Source: an optimization exercise on an open RTL-to-GDS flow (aim: small area, a short achievable clock period and few clock cycles). Production flows keep margins and buffers that such runs may drop. Only simulation tests tie the RTL to the original design; equivalence was not proved.

### design.v
package ccsc_pkg;
  localparam int GEN_W      = 17;
  localparam int GEN_LEN_W  = 5;
  localparam int CFG_W      = 17;
  localparam int CFG_IDX_W  = 2;
  localparam int BYTE_BITS  = 8;
  localparam int DATA_W     = 8;
  localparam int CNT_OUT_W  = 16;
  localparam int LEN_W      = 6;
  localparam logic [GEN_W-1:0]     GEN_BITS_RST = 17'd7;
  localparam logic [GEN_LEN_W-1:0] GEN_LEN_RST  = 5'd3;
  localparam logic                 DW_EIGHT_RST = 1'b0;
  typedef enum logic [CFG_IDX_W-1:0] {
    CFG_GEN_BITS = 2'd0,
    CFG_GEN_LEN  = 2'd1,
    CFG_DW_EIGHT = 2'd2
  } cfg_idx_e;
  typedef struct packed {
    logic [BYTE_BITS-1:0] data_byte;
    logic                 last_byte;
  } in_item_t;
  typedef struct packed {
    logic                 has_codeword;
    logic [DATA_W-1:0]    dataword;
    logic                 codeword_error;
    logic [CNT_OUT_W-1:0] codewords_seen;
    logic [CNT_OUT_W-1:0] errors_seen;
    logic                 final_result;
  } out_item_t;
  typedef struct packed {
    logic [GEN_W-1:0] gen_bits;
    logic [LEN_W-1:0] glen;
    logic [LEN_W-1:0] deg;
    logic [LEN_W-1:0] size;
    logic             dw8;
  } cfg_t;
endpackage
module crc_codeword_stream_checker #(
  parameter int MAX_DEGREE  = 16,
  parameter int COUNT_WIDTH = 16
) (
  input  logic                 clk_i,
  input  logic                 rst_ni,
  input  logic                 push,
  output logic                 full,
  input  logic [8:0]           in_data_i,
  output logic                 empty,
  input  logic                 pop,
  output logic [42:0]          out_data_o,
  input  logic                 cfg_we_i,
  input  logic [1:0]           cfg_index_i,
  input  logic [16:0]          cfg_data_i
);
  logic [15:0] gen_q;
  logic [3:0]  degm1_q;    
  logic        dw8_q;
  logic [3:0]  len_wr;
  always_comb begin
    if (cfg_data_i[4:0] < 5'd2)       len_wr = 4'd0;
    else if (cfg_data_i[4:0] > 5'd17) len_wr = 4'd15;
    else                              len_wr = 4'(cfg_data_i[4:0] - 5'd2);
  end
  always_ff @(posedge clk_i or negedge rst_ni) begin
    if (!rst_ni) begin
      gen_q   <= 16'd7;
      degm1_q <= 4'd1;
      dw8_q   <= 1'b0;
    end else if (cfg_we_i) begin
      case (cfg_index_i)
        2'd0: gen_q   <= cfg_data_i[15:0];
        2'd1: degm1_q <= len_wr;
        2'd2: dw8_q   <= cfg_data_i[0];
        default: ;
      endcase
    end
  end
  logic [4:0]  size;
  logic [3:0]  dw;
  logic [15:0] gen_al;
  assign dw     = dw8_q ? 4'd8 : 4'd4;
  assign size   = {1'b0, degm1_q} + 5'd1 + {1'b0, dw};
  assign gen_al = gen_q << (4'd15 - degm1_q);
  logic       in_v_q;
  logic [8:0] in_q;
  logic [1:0] n_q;         
  logic       fin_q;       
  logic       hdr_q;       
  logic [7:0] l_q;         
  logic [3:0] dl_q;        
  logic       dm_q;        
  logic [15:0] r_q;        
  logic [7:0] w_q;         
  logic       e_q;         
  logic [7:0]  byte_i;
  logic [8:0]  l_ext, l2, ldw;
  logic        end1, end2;   
  logic [1:0]  ncw;
  logic [7:0]  is_data, chk0, chk1;
  assign byte_i = in_q[8:1];
  assign l_ext  = {1'b0, l_q};
  assign l2     = l_ext + {4'd0, size};
  assign ldw    = l_ext + {5'd0, dw};
  assign end1   = (l_q <= 8'd8);
  assign end2   = (l2 <= 9'd8);
  assign ncw    = {1'b0, end1 && !dm_q} + {1'b0, end2};
  always_comb begin
    for (int t = 0; t < 8; t++) begin
      chk0[t] = (9'(t) < l_ext) && !(4'(t) < dl_q);
      chk1[t] = (9'(t) >= ldw) && (9'(t) < l2);
      if (9'(t) < l_ext) is_data[t] = (4'(t) < dl_q);
      else               is_data[t] = !chk1[t];
    end
  end
  logic [15:0] r;
  logic [7:0]  fb;
  always_comb begin
    r = r_q;
    for (int t = 0; t < 8; t++) begin
      fb[t] = byte_i[7 - t] ^ r[15];
      r = {r[14:0], 1'b0} ^ ((fb[t] && is_data[t]) ? gen_al : 16'd0);
    end
  end
  logic        err0, err1, e;
  logic [15:0] wcat;
  logic [7:0]  s_w, b_al, w;
  logic [9:0]  cw0, cw1;
  assign err0 = e_q || |(fb & chk0);
  assign err1 = |(fb & chk1);
  assign e    = !end1 ? err0 : (!end2 ? err1 : 1'b0);
  assign wcat = {w_q, byte_i} << dl_q;
  assign s_w  = wcat[15:8];
  assign b_al = byte_i >> (3'd4 - l_q[2:0]);
  assign w    = (end1 && l_q != 8'd8) ? ((ldw <= 9'd7 && !end2) ? b_al : byte_i) : s_w;
  assign cw0 = (end1 && !dm_q) ? {1'b1, dw8_q ? s_w[7:4] : 4'd0, s_w[3:0], err0}
                               : {1'b1, 4'd0, b_al[3:0], err1};
  assign cw1 = {1'b1, 4'd0, b_al[3:0], err1};
  logic [1:0] kb, k;
  logic       proc, fin_emit, accept;
  logic [9:0] nw0, nw1;
  assign kb       = hdr_q ? ncw : 2'd0;
  assign fin_emit = fin_q && (n_q <= 2'd1);
  assign proc     = in_v_q && (!fin_q || n_q <= 2'd1) &&
                    (kb == 2'd0 || (kb == 2'd1 && n_q <= 2'd1) || n_q == 2'd0);
  assign full     = in_v_q && !proc;
  assign accept   = push && !full;
  assign k   = fin_emit ? 2'd1 : (proc ? kb : 2'd0);
  assign nw0 = fin_emit ? 10'd0 : cw0;
  assign nw1 = cw1;
  always_ff @(posedge clk_i or negedge rst_ni) begin
    if (!rst_ni) begin
      in_v_q <= 1'b0;
      fin_q  <= 1'b0;
      hdr_q  <= 1'b0;
    end else begin
      if (accept)    in_v_q <= 1'b1;
      else if (proc) in_v_q <= 1'b0;
      fin_q <= (fin_q && !fin_emit) || (proc && in_q[0]);
      if (proc) hdr_q <= !in_q[0];
    end
  end
  always_ff @(posedge clk_i) begin
    if (accept) in_q <= in_data_i;
  end
  always_ff @(posedge clk_i) begin
    if (proc) begin
      if (!hdr_q) begin
        if (in_q[8:1] == 8'd0) begin
          l_q  <= {3'd0, size};
          dl_q <= dw;
          dm_q <= 1'b0;
        end else begin
          l_q  <= in_q[8:1];
          dl_q <= 4'd0;
          dm_q <= 1'b1;
        end
        r_q <= '0;
        e_q <= 1'b0;
      end else begin
        if (!end1) begin
          l_q  <= l_q - 8'd8;
          dl_q <= (dl_q > 4'd8) ? dl_q - 4'd8 : 4'd0;
        end else if (!end2) begin
          l_q  <= 8'(l2 - 9'd8);
          dl_q <= (l_ext + {5'd0, dw} > 9'd8) ? 4'(l_ext + {5'd0, dw} - 9'd8) : 4'd0;
          dm_q <= 1'b0;
        end else begin
          l_q  <= 8'(l2 + {4'd0, size} - 9'd8);
          dl_q <= (l2 + {5'd0, dw} > 9'd8) ? 4'(l2 + {5'd0, dw} - 9'd8) : 4'd0;
          dm_q <= 1'b0;
        end
        r_q <= r;
        w_q <= w;
        e_q <= e;
      end
    end
  end
  logic [9:0]  q0_q, q1_q, q0_d, q1_d;
  logic [1:0]  m, n_d;
  logic        pf, load;
  logic        lastfin_q;
  logic [15:0] tot_q, err_q;
  assign pf   = pop && (n_q != 2'd0);
  assign m    = n_q - {1'b0, pf};
  assign n_d  = m + k;
  assign q0_d = (m != 2'd0) ? (pf ? q1_q : q0_q) : nw0;
  assign q1_d = (m == 2'd2) ? q1_q : ((m == 2'd1) ? nw0 : nw1);
  assign load = (pf || n_q == 2'd0) && (n_d != 2'd0);
  always_ff @(posedge clk_i or negedge rst_ni) begin
    if (!rst_ni) n_q <= 2'd0;
    else         n_q <= n_d;
  end
  always_ff @(posedge clk_i) begin
    q0_q <= q0_d;
    q1_q <= q1_d;
  end
  logic [15:0] tot_b, err_b;
  logic        tot_c, err_c;
  assign tot_b = tot_q & {16{!lastfin_q}};
  assign err_b = err_q & {16{!lastfin_q}};
  assign tot_c = q0_d[9] && !(&tot_b);
  assign err_c = q0_d[9] && q0_d[0] && !(&err_b);
  always_ff @(posedge clk_i or negedge rst_ni) begin
    if (!rst_ni)   lastfin_q <= 1'b1;
    else if (load) lastfin_q <= !q0_d[9];
  end
  always_ff @(posedge clk_i) begin
    if (load) begin
      tot_q <= tot_b + {15'd0, tot_c};
      err_q <= err_b + {15'd0, err_c};
    end
  end
  assign empty      = (n_q == 2'd0);
  assign out_data_o = {q0_q, tot_q, err_q, !q0_q[9]};
endmodule
### run.sh
#!/bin/bash
# synth_recipe.tcl (not shown) runs the flow's synth.tcl, then flattens the netlist and writes it again
# the make line also repeats each setting of config.mk as NAME=value (left out here)
make -C /OpenROAD-flow-scripts/flow DESIGN_CONFIG=/design/flow/config.mk WORK_HOME=/design/flow/orfs CLKGATE_MAP_FILE= SYNTH_SCRIPT=/design/flow/synth_recipe.tcl finish
### config.mk
export PLATFORM = sky130hd
export DESIGN_NAME = crc_codeword_stream_checker
export DESIGN_NICKNAME = crc_codeword_stream_checker
export VERILOG_FILES = /design/flow/design.v
export SDC_FILE = /design/flow/constraint.sdc
export NUM_CORES = 4
export LEC_CHECK = 0
export CAP_MARGIN = 20
export CORE_MARGIN = 2
export CORE_UTILIZATION = 40
export SLEW_MARGIN = 20
### constraint.sdc
create_clock -name core_clock -period 22.0 [get_ports {clk_i}]
set_input_delay 4.4000 -clock core_clock [delete_from_list [all_inputs] [get_ports {clk_i}]]
set_output_delay 4.4000 -clock core_clock [all_outputs]
set_load 0.01 [all_outputs]
==> summary.txt <==
## layout make-up
type	instances	area, µm²
fill	2644	14800
multi-input combinational	1027	7230
sequential	126	3630
timing repair buffer	83	813
tap	378	473
clock buffer	17	425
inverter	53	199
clock inverter	15	163
## cells by family (layout without fill, tap and decap cells)
group,Yosys count,after routing,share of synthesized area (%)
AOI/OAI and AO/OA,263,263,15.7
xor gates and xnor gates,152,152,11.8
adders and majority gates,48,48,5.58
buffers and inverters,119,168,4.14
DFF,126,126,32.1
muxes,77,77,9.35
and+or+nand+nor,487,487,21.3
## worst max-delay path, stage by stage (launching register included)
cell and delay, ns:
dfrtp_1 0.62, inv_1 0.26, ha_1 0.39, a31oi_1 0.10, xnor2_1 0.49, ha_1 0.35, o21a_1 0.19, o31a_1 0.14
o21ai_0 0.21, xor2_1 0.40, ha_1 0.40, nand3_1 0.32, inv_1 0.54, ha_1 0.26, o21ai_0 0.10, a21oi_1 0.15
a21oi_1 0.08, nand2b_1 0.20, inv_1 0.10, clkdlybuf4s50_1 0.55
## layout by cell type, fill, tap and decap left out, types with 6 or more instances in the layout
| cell type | n |
|---|---|
| nor4_1 | 11 |
| a211oi_1 | 7 |
| o211ai_1 | 8 |
| a31oi_1 | 8 |
| clkdlybuf4s50_1 | 76 |
| o22ai_1 | 8 |
| mux2i_1 | 28 |
| edfxtp_1 | 97 |
| inv_6 | 6 |
| nand4_1 | 9 |
| nand2b_1 | 11 |
| a21oi_1 | 81 |
| or3_1 | 16 |
| a21o_1 | 15 |
| a221oi_1 | 6 |
| buf_4 | 7 |
| mux2_2 | 29 |
| and2_1 | 21 |
| ha_1 | 44 |
| nor2_1 | 116 |
| xor2_1 | 35 |
| nor3_1 | 38 |
| dfrtp_1 | 22 |
| nor2b_1 | 19 |
| inv_1 | 48 |
| mux4_2 | 20 |
| or2_2 | 6 |
| o21ai_0 | 56 |
| and3_1 | 15 |
| nand2_1 | 129 |
| xnor2_1 | 116 |
| o31ai_1 | 8 |
| clkbuf_16 | 17 |
| nor3b_1 | 7 |
| nand3_1 | 63 |
## routing by layer
metal,vias up,routed length [µm],track usage (%)
li1,4689,-,-
met1,4640,14000,29.1
met2,313,14400,35.5
met3,38,1790,3.34
met4,0,612,5.77
met5,-,0,0
## worst paths after layout
check / from / end / slack (ns) / cells after the start
setup / recovery: dw8_q / full / 11.32 / 19
hold / removal: in_q[0] / hdr_q / 0.46 / 1
setup reg to reg: dw8_q / err_q[14] / 11.73 / 29
hold reg to reg: in_q[0] / hdr_q / 0.46 / 1
max in group asynchronous: rst_ni / degm1_q[0] / 17.32 / 2
min in group asynchronous: rst_ni / n_q[1] / 4.36 / 2
## registers in the layout, summed over array words and instances (netlist names), 2 cells and up
name     count
r_q         16
q0_q        10
q1_q        10
gen_q       16
degm1_q      4
in_q         9
l_q          8
dl_q         4
err_q       16
tot_q       16
w_q          8
n_q          2
## Yosys cell counts (9+ instances only)
cell        n
ha_1       44
and2_1     21
inv_1      48
clkbuf_1   48
edfxtp_1   97
o21ai_0    56
nand4_1     9
xor2_1     35
mux2i_1    28
nor4_1     11
nand2b_1   11
xnor2_1   117
nand2_1   129
and3_1     15
nor2_1    116
or3_1      16
a21o_1     15
a21oi_1    81
nand3_1    63
dfrtp_1    22
mux4_2     20
nor2b_1    19
mux2_2     29
nor3_1     38
## through the flow
stage / area [µm²] / setup WS [ns] / util [%] / hold WS (ns)
finish: 12900 / 11.32 / 46.6 / 0.463
CTS: 12900 / 11.27 / 46.6 / 0.467
global route: 12900 / 10.87 / 46.6 / 0.491
floorplan: 11300 / 13.09 / - / 0.420
global placement: 12300 / 11.86 / 44.4 / 0.452
detailed placement: 12300 / 11.77 / 44.4 / 0.458
==> out/metrics.cfg <==
[run_status]
outcome=timing/DRC/antenna clean

[sta]
slew_headroom_pct=26.5
hold_viol=0
period_share_pct=48.6
fmax_mhz=93.6
rsz0062_at_grt=false
setup_viol=0
finalSetupTns_ns=0
fin_skew_ns=0.0120
drv_slew=0
worstMarginPinSlew_ns=1.10
fin_crit_ns=10.68

[yosys]
synth-edff-count=97
postSynthNetCount=1353
yosysUniqueCellTypes=90
synthesis.instances=1272
syn_area_um2=11300
synthFlopType=edfxtp_1
yosysSeqAreaShare_pct=32.1
synth_top_cell_by_area=edfxtp_1
synth_area_leaders=edfxtp_1 (26%), xnor2_1 (9.1%), dfrtp_1 (4.9%)
synth_top_area_share_pct=25.8
synth_warnings=1
ys_ff_latch=126
avgSynthCellArea_um2=8.89
async_flop_share_pct=21.4

[cts]
cts_resized=0
cts_inserted_buffers=17
path_clk_slew_ns=0.06
root_buffer=clkbuf_16
htreeDepth=4
worstSkewPairLatency_ns=0.44
clockBufferDepth=2
cts_sinks=126
cts-hold-fix-buffers=0
post_cts_buffers=0
cts_tree=yes

[routing]
drt_pass1_iterations=7
drt-total-wl_mm=30.8
drtAntennaViolNets=0
routedWlPerCell_um=18.1
drt_iter0_markers=765
avgViaCountPerCell=5.70
vias=9680
remaining_drc_errors=0

[setup_path]
worstSetupPathType=flop to primary output
worst_setup_path_end_kind=primary output
start_kind=flop
required_ns=17.60
critPathArrivalTime_ns=6.28
cp_max_fo=14

[floorplanning]
fp-row-count=61
coreArea_um2=27800
die_x_um=172
die_y_um=172
start_util_pct=40.7
io_pins=78
die_area_um2=29600

[grt]
antenna_found_initial=0
grt_pass1_wl_mm=49.8
grt_usage_pct=21.4
grt_max_degree=39
grt_pass1_vias=9188
overflow=0

[place]
io_buffer_count=76
place_inst=1667
gp_congestion=0.913
dp_hpwl_mm=22.5

[layout]
drive_gt1_share_pct=9.24
diodes=0
nets=1389
layout.cells.non_filler=1699
syn2layout_area_growth_pct=14.4

[flow_run]
maxCapViolations=0

[min_path]
hold_path.class=flop to flop

Testbench counts, summed over its fixed seeds: cycles 6,315.

==> port drivers added, routing unchanged <==
The flow's constraints put no driver on any port. The routed layout listed below was extracted and timed again, unchanged, in two steps.
Step 1 sets driving cells, clkbuf_16 on the clock port and buf_2 on the other inputs (assumed; they add their load-dependent delay and slew).
Step 2 moves the port delays by t, midway between the first and last clock arrival at a register: inputs arrive t later, outputs are due t later. That takes back most of the time a late clock gives input paths.
Three values: no drivers, after step 1, after step 2; two values: the first two.
t (ns): 0.484
setup slack, ns: 11.316 / 11.264 / 11.726
worst hold slack (ns): 0.463 / 0.463 / 0.463
worst data-port slew with drivers (ns): 0.07
cell pins on the clock port's net: 1
After both steps setup and hold are still met in this run. For this run, drivers alone change the setup slack by -0.052 ns; drivers and shift together by +0.410 ns.
